This design comes from an exercise in tuning for small area on the open sky130 flow, not from production work.
In this exercise RTL edits were held to simulation tests only and were not proved equivalent to the original.
Power is estimated from default activity; no workload was simulated.

Setup of job 101:
==> flow/design.v <==
package multicycle_processor_pkg;
  localparam int DATA_W    = 16;
  localparam int ADDR_W    = 7;
  localparam int IR_W      = 9;
  typedef enum logic [2:0] {
    OP_MV   = 3'd0,
    OP_MVI  = 3'd1,
    OP_ADD  = 3'd2,
    OP_SUB  = 3'd3,
    OP_MVNZ = 3'd4,
    OP_LD   = 3'd5,
    OP_ST   = 3'd6,
    OP_NOP  = 3'd7
  } opcode_e;
  typedef enum logic [2:0] {
    T0 = 3'd0,
    T1 = 3'd1,
    T2 = 3'd2,
    T3 = 3'd3,
    T4 = 3'd4,
    T5 = 3'd5
  } tstep_e;
  typedef enum logic [3:0] {
    SEL_R0   = 4'd0,
    SEL_R1   = 4'd1,
    SEL_R2   = 4'd2,
    SEL_R3   = 4'd3,
    SEL_R4   = 4'd4,
    SEL_R5   = 4'd5,
    SEL_R6   = 4'd6,
    SEL_R7   = 4'd7,
    SEL_G    = 4'd8,
    SEL_DIN  = 4'd9,
    SEL_NONE = 4'd15
  } bus_sel_e;
  typedef enum logic {
    ALU_ADD = 1'b0,
    ALU_SUB = 1'b1
  } alu_op_e;
  function automatic logic [3:0] reg_sel(input logic [2:0] r);
    reg_sel = {1'b0, r};
  endfunction
endpackage
module regn
(
  input  logic              Clock,
  input  logic              Resetn,
  input  logic              Rin,
  input  logic [multicycle_processor_pkg::DATA_W-1:0] R,
  output logic [multicycle_processor_pkg::DATA_W-1:0] Q
);
  always_ff @(posedge Clock or negedge Resetn) begin
    if (!Resetn) Q <= '0;
    else if (Rin) Q <= R;
  end
endmodule
module multicycle_processor
(
  input  logic              Clock,
  input  logic              Resetn,
  input  logic              Run,
  output logic              Done,
  output logic [multicycle_processor_pkg::DATA_W-1:0] BusWires,
  output logic [2:0]        Tstep,
  output logic [multicycle_processor_pkg::DATA_W-1:0] Rx_data,
  output logic [multicycle_processor_pkg::DATA_W-1:0] Ry_data,
  output logic [multicycle_processor_pkg::ADDR_W-1:0] MemAddr,
  output logic [multicycle_processor_pkg::DATA_W-1:0] MemWData,
  output logic              MemWrite,
  input  logic [multicycle_processor_pkg::DATA_W-1:0] MemRData
);
  logic [2:0]  t_q, t_d;
  logic [8:0]  ir_q;
  logic [15:0] r_q [0:7];
  logic        nz_q;
  logic [15:0] alu, pc_inc;
  logic [2:0] op, rx, ry;
  assign op = ir_q[8:6];
  assign rx = ir_q[5:3];
  assign ry = ir_q[2:0];
  logic t0, t1, t2, t3, t4, t5;
  assign t0 = (t_q == 3'd0);
  assign t1 = (t_q == 3'd1);
  assign t2 = (t_q == 3'd2);
  assign t3 = (t_q == 3'd3);
  assign t4 = (t_q == 3'd4);
  assign t5 = (t_q == 3'd5);
  logic o_mv, o_mvi, o_addsub, o_mvnz, o_ld, o_st, o_nop;
  assign o_mv     = (op == 3'd0);
  assign o_mvi    = (op == 3'd1);
  assign o_addsub = (op[2:1] == 2'b01);
  assign o_mvnz   = (op == 3'd4);
  assign o_ld     = (op == 3'd5);
  assign o_st     = (op == 3'd6);
  assign o_nop    = (op == 3'd7);
  logic s_r7, s_rx, s_ry, s_din, s_alu;
  assign s_r7  = (t0 & Run) | (t3 & o_mvi);
  logic s_r7v;
  assign s_r7v = s_r7 & vld[7];
  assign s_rx  = (t3 & o_addsub) | (t4 & o_st);
  assign s_ry  = (t3 & (o_mv | o_ld | o_st | (o_mvnz & nz_q))) | (t4 & o_addsub);
  assign s_din = t5 & (o_mvi | o_ld);
  assign s_alu = t5 & o_addsub;
  always_comb begin
    Rx_data = '0;
    Ry_data = '0;
    for (int k = 0; k < 8; k++) begin
      Rx_data = Rx_data | ({16{rx == k && vld[k]}} & r_q[k]);
      Ry_data = Ry_data | ({16{ry == k && vld[k]}} & r_q[k]);
    end
  end
  logic [15:0] alu_b;
  logic [16:0] alu_c;
  logic        c8_q;
  assign alu_b    = Ry_data ^ {16{op[0]}};
  assign alu_c[0] = op[0];
  for (genvar b = 0; b < 16; b++) begin : g_alu
    logic cin;
    if (b == 8) begin : g_c8
      assign cin = c8_q;
    end else begin : g_cb
      assign cin = alu_c[b];
    end
    assign alu[b]     = Rx_data[b] ^ alu_b[b] ^ cin;
    assign alu_c[b+1] = (Rx_data[b] & alu_b[b]) | (cin & (Rx_data[b] ^ alu_b[b]));
  end
  always_ff @(posedge Clock) begin
    c8_q <= alu_c[8];
  end
  logic [16:0] pc_c;
  assign pc_c[0] = incr_pc;
  for (genvar b = 0; b < 16; b++) begin : g_inc
    assign pc_inc[b] = BusWires[b] ^ pc_c[b];
    assign pc_c[b+1] = BusWires[b] & pc_c[b];
  end
  assign BusWires = ({16{s_r7v}} & r_q[7])
                  | ({16{s_rx}}  & Rx_data)
                  | ({16{s_ry}}  & Ry_data)
                  | ({16{s_din}} & MemRData)
                  | ({16{s_alu}} & alu);
  logic done, wr_rx, incr_pc;
  assign done    = (t3 & (o_mv | o_mvnz | o_nop)) | t5;
  assign wr_rx   = (t3 & (o_mv | (o_mvnz & nz_q))) | (t5 & (o_mvi | o_ld | o_addsub));
  assign incr_pc = s_r7;
  always_ff @(posedge Clock) begin
    if (t2) ir_q[8:6] <= MemRData[8:6];
  end
  always_comb begin
    if (done)          t_d = 3'd0;
    else if (t0)       t_d = Run ? 3'd1 : 3'd0;
    else               t_d = t_q + 3'd1;
  end
  always_ff @(posedge Clock or negedge Resetn) begin
    if (!Resetn) begin
      t_q  <= 3'd0;
      ir_q[5:0] <= '0;
      nz_q <= 1'b0;
    end else begin
      t_q <= t_d;
      if (t2) ir_q[5:0] <= MemRData[5:0];
      if (s_alu) nz_q <= |BusWires;
    end
  end
  logic [7:0] vld;
  genvar i;
  generate
    for (i = 0; i < 7; i++) begin : g_r
      always_ff @(posedge Clock or negedge Resetn) begin
        if (!Resetn) vld[i] <= 1'b0;
        else if (wr_rx && rx == i) vld[i] <= 1'b1;
      end
      always_ff @(posedge Clock) begin
        if (wr_rx && rx == i) r_q[i] <= BusWires;
      end
    end
  endgenerate
  always_ff @(posedge Clock or negedge Resetn) begin
    if (!Resetn) vld[7] <= 1'b0;
    else if (incr_pc || (wr_rx && rx == 3'd7)) vld[7] <= 1'b1;
  end
  always_ff @(posedge Clock) begin
    if (incr_pc || (wr_rx && rx == 3'd7)) r_q[7] <= pc_inc;
  end
  logic use_ry;
  assign use_ry  = t_q[2] & (o_ld | o_st);
  logic [6:0] pc_dec;
  logic [7:0] pc_bw;
  assign pc_bw[0] = 1'b1;
  for (genvar b = 0; b < 7; b++) begin : g_dec
    assign pc_dec[b]  = r_q[7][b] ^ pc_bw[b];
    assign pc_bw[b+1] = ~r_q[7][b] & pc_bw[b];
  end
  assign MemAddr = use_ry ? Ry_data[6:0] : pc_dec;
  assign MemWData = Rx_data;
  assign MemWrite = t5 & o_st;
  assign Done  = done;
  assign Tstep = t_q;
endmodule
clock: 10.0 ns
lec_check: 0
cap_margin: 0
core_margin: 2
core_utilization: 65
slew_margin: 0
standard.sh (not shown) runs the stock make flow with config.mk's settings and CLKGATE_MAP_FILE= SYNTH_SCRIPT=/design/flow/synth_recipe.tcl, a recipe that flattens the netlist after the stock synthesis.
==> flow/flow/run.sh <==
#!/bin/bash
# Standard ORFS layout (standard.sh's make line) with: ABC mapping for area,
# every cell first swapped to its smallest drive strength, port buffers of
# buf_1, and a clock tree of small clock buffers without dummy loads.
set -uo pipefail
HERE=$(pwd)
export FLOW_SYNTH_TCL=$HERE/synth_recipe.tcl
export FLOW_ABC_SCRIPT=$HERE/flow/abc_area.script
export BUFFER_PORTS_ARGS="-buffer_cell sky130_fd_sc_hd__buf_1"
export CTS_ARGS="-sink_clustering_enable -repair_clock_nets -dont_use_dummy_load -buf_list {sky130_fd_sc_hd__clkbuf_4 sky130_fd_sc_hd__clkbuf_8}"
export POST_FLOORPLAN_TCL=$HERE/flow/downsize.tcl
sed -e "s#SYNTH_SCRIPT=[^ ]*#SYNTH_SCRIPT=$HERE/flow/synth.tcl#" standard.sh > $HERE/standard_own.sh
bash $HERE/standard_own.sh > $HERE/standard_flow.log 2>&1
==> flow/flow/abc_area.script <==
&get -n
&st
&dch
&nf -R 1000
&st
&syn2
&if -g -K 6
&synch2
&nf -R 1000
&st
&syn2
&if -g -K 6
&synch2
&nf -R 1000
&put
topo
dnsize -c
==> flow/flow/downsize.tcl <==
# Swap each standard cell for the smallest-area cell of the same family
# (same function and pins, other drive strength). Timing repair later in the
# flow sizes back up wherever the 10 ns clock or slew/cap limits need it.
set db [ord::get_db]
set block [[$db getChip] getBlock]
set saved 0.0
set n 0
foreach inst [$block getInsts] {
  set m [$inst getMaster]
  set name [$m getName]
  if {![regexp {^(sky130_fd_sc_hd__[a-z0-9]+)_([0-9]+)$} $name -> base drive]} { continue }
  if {[string match "*tap*" $base] || [string match "*fill*" $base] || [string match "*decap*" $base] || [string match "*conb*" $base]} { continue }
  set area [expr {[$m getWidth] * [$m getHeight]}]
  set best $name
  set barea $area
  foreach d {0 1 2 3 4 6 8 12 16} {
    set c ${base}_$d
    if {$c eq $name} { continue }
    set cm [$db findMaster $c]
    if {$cm eq "NULL" || $cm eq ""} { continue }
    set ca [expr {[$cm getWidth] * [$cm getHeight]}]
    if {$ca < $barea} { set best $c; set barea $ca }
  }
  if {$best ne $name} {
    replace_cell [$inst getName] $best
    set saved [expr {$saved + ($area - $barea) / 1.0e6}]
    incr n
  }
}
puts "downsize: replaced $n cells, saved $saved um^2"
==> flow/flow/synth.tcl <==
# The standard flow's synthesis (synth_recipe.tcl: ORFS synthesis without fsm/share, then
# flatten and rename) with ABC mapping the logic by an area-oriented script.
proc abc {args} {
  set i [lsearch $args -script]
  if {$i >= 0} { lset args [expr {$i + 1}] $::env(FLOW_ABC_SCRIPT) }
  yosys abc {*}$args
}
source $::env(FLOW_SYNTH_TCL)
Here is what was changed in the inputs of job 102 compared with job 101.
- PLACE_DENSITY: unset -> 0.75
==> flow/flow/abc_area.script <==
&get -n
&st
&dch
&nf -R 1000 -p
&st
&syn2
&if -g -K 6
&synch2
&nf -R 1000 -p
&st
&syn2
&if -g -K 6
&synch2
&nf -R 1000 -p
&st
&dch
&nf -R 1000 -p
&put
topo
dnsize -c
[summary]
- Job 102 ran to completion and came out clean on the timing, DRC and antenna checks.
- When job 102 is set beside job 101, its count of mapped cells out of synthesis turns out to be 26 smaller.
- Compared with job 101, in job 102 met3 usage in global routing shows a reduction of 2.6 points, worst slack at placement shows a reduction of 0.12 ns, minimum hold slack shows no meaningful change.
- Fmax | job 102 vs job 101 | job 102 slower
- Comparing the two runs side by side, job 102 comes out ahead of job 101 on register-to-register slack.
- Stage delay of the slowest cell on the critical path was higher in job 102 than in job 101.
- Higher post-route worst setup slack among job 102 and job 101: job 101
- Job 102 has non-clock buffer count below what job 101 had.
- Part of the total power dissipated in the clock network essentially unchanged between job 102 and job 101.

==> afterwards: timing with drivers on the ports <==
How much do the figures lean on ideal ports? The routed layouts below were timed once more, with nothing changed but the port constraints.
Step 1: set_driving_cell puts a clkbuf_16 on Clock and a buf_2 on each other input, an assumption about the parent block.
Step 2 also shifts input and output timing later by t, the mid clock arrival at the registers, as if the neighbouring blocks saw the same clock.
Three values: ideal ports, drivers, drivers and shift; two values: the first two.
run	t, ns	setup WS [ns]	hold slack, ns	latest minus earliest clock arrival (ns)	worst slew at a driven data input, ns
job 101	0.487	1.283 / 1.241 / 1.728	0.508 / 0.508 / 0.508	0.029 / 0.028	0.04
job 102	0.492	1.204 / 1.165 / 1.657	0.509 / 0.509 / 0.509	0.024 / 0.024	0.03
After both steps every run listed still meets setup and hold.
